This design comes from an exercise in tuning for small area, a short achievable clock period and few clock cycles on the open sky130 flow, not from production work.
The RTL was checked by simulation tests, not by an equivalence proof against the original design.
The clock input has no modelled driver; a real chip could not lean on it and would need a root buffer or a full tree.
Power is estimated from default activity; no workload was simulated.

==> module pkt_loopback_top, before the edit <==
module pkt_loopback_top (
    input  logic  rd_clk,
    input  logic  rd_rst_n,
    input  logic  link_up,
    input  logic  rx_valid,
    input  pkt_loopback_pkg::beat_t rx_beat,
    output logic  tx_valid,
    output pkt_loopback_pkg::beat_t tx_beat,
    input  logic  tx_ready
);
    localparam int N  = 16;          
    localparam int W  = 64 + 3 + 1;   
    localparam int P  = 4;           
    localparam int PW = 64 / P;
    logic [W-1:0] slot [N];
    logic [P-1:1] carry;             
    logic [N-1:0] v;                 
    logic [N-1:0] move;              
    logic         pop;
    logic         tv;                
    logic         next_sop;          
    logic         out_sop;
    assign pop = tv && tx_ready;
    logic [N-1:1] room;              
    logic [N:1]   full;              
    logic [N-1:0] v_stay;            
    logic [N-1:0] v_shift;           
    logic [N-1:0] v_nxt;
    logic [N:1]   full_stay;
    logic [N:1]   full_shift;
    logic [N-1:1] room_stay;
    logic [N-1:1] room_shift;
    logic [N-1:1] room_nxt;
    always_comb begin
        full[N] = 1'b1;
        for (int i = N - 1; i >= 1; i--) begin
            full[i] = full[i+1] && v[i];
        end
        move[0] = rx_valid;
        for (int i = 1; i < N; i++) begin
            move[i] = room[i] || (v[i-1] && pop);
        end
        v_stay[0]  = rx_valid || (v[0] && full[1]);
        v_shift[0] = rx_valid;
        for (int i = 1; i < N; i++) begin
            v_stay[i]  = room[i] || (v[i] && full[i+1]);
            v_shift[i] = v[i-1];
        end
        full_stay[N]  = 1'b1;
        full_shift[N] = 1'b1;
        for (int i = N - 1; i >= 1; i--) begin
            full_stay[i]  = full_stay[i+1] && v_stay[i];
            full_shift[i] = full_shift[i+1] && v_shift[i];
        end
        for (int i = 1; i < N; i++) begin
            room_stay[i]  = v_stay[i-1] && !full_stay[i];
            room_shift[i] = v_shift[i-1] && !full_shift[i];
        end
        v_nxt    = pop ? v_shift : v_stay;
        room_nxt = pop ? room_shift : room_stay;
    end
    logic [W-1:0] step [P];
    logic [P-1:0] cout;
    always_comb begin
        for (int i = 0; i < P; i++) begin
            logic         cin;
            logic [PW-1:0] part;
            cin     = (i == 0) ? 1'b1 : carry[i == 0 ? 1 : i];
            part    = slot[i][i*PW +: PW];
            step[i] = slot[i];
            step[i][i*PW +: PW] = part + PW'(cin);
            cout[i] = cin && (&part);
        end
    end
    always_ff @(posedge rd_clk) begin
        if (move[0]) begin
            slot[0] <= {rx_beat.eop,
                        rx_beat.empty & {3{rx_beat.eop}},
                        rx_beat.data};
        end
        for (int i = 1; i <= P; i++) begin
            if (move[i]) begin
                slot[i] <= step[i-1];
            end
        end
        for (int i = 1; i < P; i++) begin
            if (move[i]) begin
                carry[i] <= cout[i-1];
            end
        end
        for (int i = P + 1; i < N - 1; i++) begin
            if (move[i]) begin
                slot[i] <= slot[i-1];
            end
        end
    end
    logic keep_top;
    assign keep_top = v[N-1] && !pop;
    always_ff @(posedge rd_clk) begin
        slot[N-1] <= (slot[N-2] & {W{move[N-1]}}) | (slot[N-1] & {W{keep_top}});
        out_sop   <= (next_sop & move[N-1]) | (out_sop & keep_top);
    end
    always_ff @(posedge rd_clk or negedge rd_rst_n) begin
        if (!rd_rst_n) begin
            v        <= '0;
            room     <= '0;
            tv       <= 1'b0;
            next_sop <= 1'b1;
        end else begin
            v        <= v_nxt;
            room     <= room_nxt;
            if (move[N-1]) begin
                next_sop <= slot[N-2][W-1];
            end
            tv       <= v_nxt[N-1] && link_up;
        end
    end
    always_ff @(posedge rd_clk) begin
        tx_valid <= v_nxt[N-1] && link_up;
    end
    assign tx_beat = {out_sop, slot[N-1]};
endmodule
clock: 5.0 ns
lec_check: 0
cap_margin: 20
core_margin: 2
core_utilization: 65
setup_slack_margin: 3.0
slew_margin: 20
standard.sh (not shown) runs the stock make flow with config.mk's settings and CLKGATE_MAP_FILE= SYNTH_SCRIPT=/design/flow/synth_recipe.tcl, a recipe that flattens the netlist after the stock synthesis.
==> flow/flow/run.sh <==
#!/bin/bash
# The standard layout with two changes: the port buffers are buf_2 cells
# rather than the delay buffer that buffer_ports picks by default (every port
# still gets its own buffer), and the clock tree is built by cts_tree.tcl, a
# balanced two-level tree, in place of TritonCTS's three-level one. The make
# output goes to standard_flow.log here; ORFS keeps each step's log under
# orfs/logs.
set -euo pipefail
here=$(pwd)
bash standard.sh BUFFER_PORTS_ARGS="-buffer_cell sky130_fd_sc_hd__buf_2" \
  PRE_CTS_TCL="$here/flow/cts_tree.tcl" finish > standard_flow.log 2>&1
Other scripts of this flow, unchanged in this note and not shown: flow/flow/cts_tree.tcl
Testbench counts at the start, summed over its fixed seeds: cycles 4,916.
==> next run, changes <==
--- a/flow/design.v
+++ b/flow/design.v
@@ -35,47 +35,30 @@
     logic         pop;
     logic         tv;                
     logic         next_sop;          
     logic         out_sop;
     assign pop = tv && tx_ready;
-    logic [N-1:1] room;              
     logic [N:1]   full;              
     logic [N-1:0] v_stay;            
     logic [N-1:0] v_shift;           
     logic [N-1:0] v_nxt;
-    logic [N:1]   full_stay;
-    logic [N:1]   full_shift;
-    logic [N-1:1] room_stay;
-    logic [N-1:1] room_shift;
-    logic [N-1:1] room_nxt;
     always_comb begin
         full[N] = 1'b1;
         for (int i = N - 1; i >= 1; i--) begin
             full[i] = full[i+1] && v[i];
         end
         move[0] = rx_valid;
         for (int i = 1; i < N; i++) begin
-            move[i] = room[i] || (v[i-1] && pop);
+            move[i] = v[i-1] && (!full[i] || pop);
         end
         v_stay[0]  = rx_valid || (v[0] && full[1]);
         v_shift[0] = rx_valid;
         for (int i = 1; i < N; i++) begin
-            v_stay[i]  = room[i] || (v[i] && full[i+1]);
+            v_stay[i]  = (v[i-1] && !full[i]) || (v[i] && full[i+1]);
             v_shift[i] = v[i-1];
         end
-        full_stay[N]  = 1'b1;
-        full_shift[N] = 1'b1;
-        for (int i = N - 1; i >= 1; i--) begin
-            full_stay[i]  = full_stay[i+1] && v_stay[i];
-            full_shift[i] = full_shift[i+1] && v_shift[i];
-        end
-        for (int i = 1; i < N; i++) begin
-            room_stay[i]  = v_stay[i-1] && !full_stay[i];
-            room_shift[i] = v_shift[i-1] && !full_shift[i];
-        end
-        v_nxt    = pop ? v_shift : v_stay;
-        room_nxt = pop ? room_shift : room_stay;
+        v_nxt = pop ? v_shift : v_stay;
     end
     logic [W-1:0] step [P];
     logic [P-1:0] cout;
     always_comb begin
         for (int i = 0; i < P; i++) begin
@@ -117,16 +100,14 @@
         out_sop   <= (next_sop & move[N-1]) | (out_sop & keep_top);
     end
     always_ff @(posedge rd_clk or negedge rd_rst_n) begin
         if (!rd_rst_n) begin
             v        <= '0;
-            room     <= '0;
             tv       <= 1'b0;
             next_sop <= 1'b1;
         end else begin
             v        <= v_nxt;
-            room     <= room_nxt;
             if (move[N-1]) begin
                 next_sop <= slot[N-2][W-1];
             end
             tv       <= v_nxt[N-1] && link_up;
         end
Outcome: Setup slack loses 0.17 ns. Die area drops by 1.7%. Critical path depth is unchanged. Wire length went up by 18%. Cell area increases by 2.3%. Via count climbs by 3.1%. Maximum frequency falls by 7.6%. Synthesized area decreases by 1.8%. Sequential power goes down by 30%. Cell count is higher by 2.1%.
Testbench counts after the change, summed over its fixed seeds: cycles 4,916.
In every run of this note, the design's own scripts or RTL, not TritonCTS, make the clock network.

## afterwards: timing with drivers on the ports
Ports are ideal in the flow. The routed layouts listed here were re-timed in OpenROAD. Step 1 (the two cells are an assumption about what drives the block):
set clk [get_ports {rd_clk}]
set_driving_cell -lib_cell sky130_fd_sc_hd__clkbuf_16 $clk
set_driving_cell -lib_cell sky130_fd_sc_hd__buf_2 [delete_from_list [all_inputs] $clk]
Step 2 adds t to the input delays and takes it off the output delays; t is the mean of the earliest and latest rising clock arrival at the registers after step 1. Input paths then give back, and output paths get back, about the clock's delay inside the block. Slacks: no drivers / after step 1 / after step 2; pairs: no drivers / after step 1.
run	shift t [ns]	slack for setup (ns)	latest minus earliest clock arrival (ns)	pins driven straight from the clock port
the first run	0.538	2.914 / 2.914 / 2.703	0.028 / 0.028	4
the second run	0.548	2.743 / 2.833 / 2.287	0.028 / 0.028	4
After both steps setup and hold are still met in every run listed. The setup slack of the second run, which loses most, moves by +0.090 ns with the drivers and by -0.456 ns with both steps.
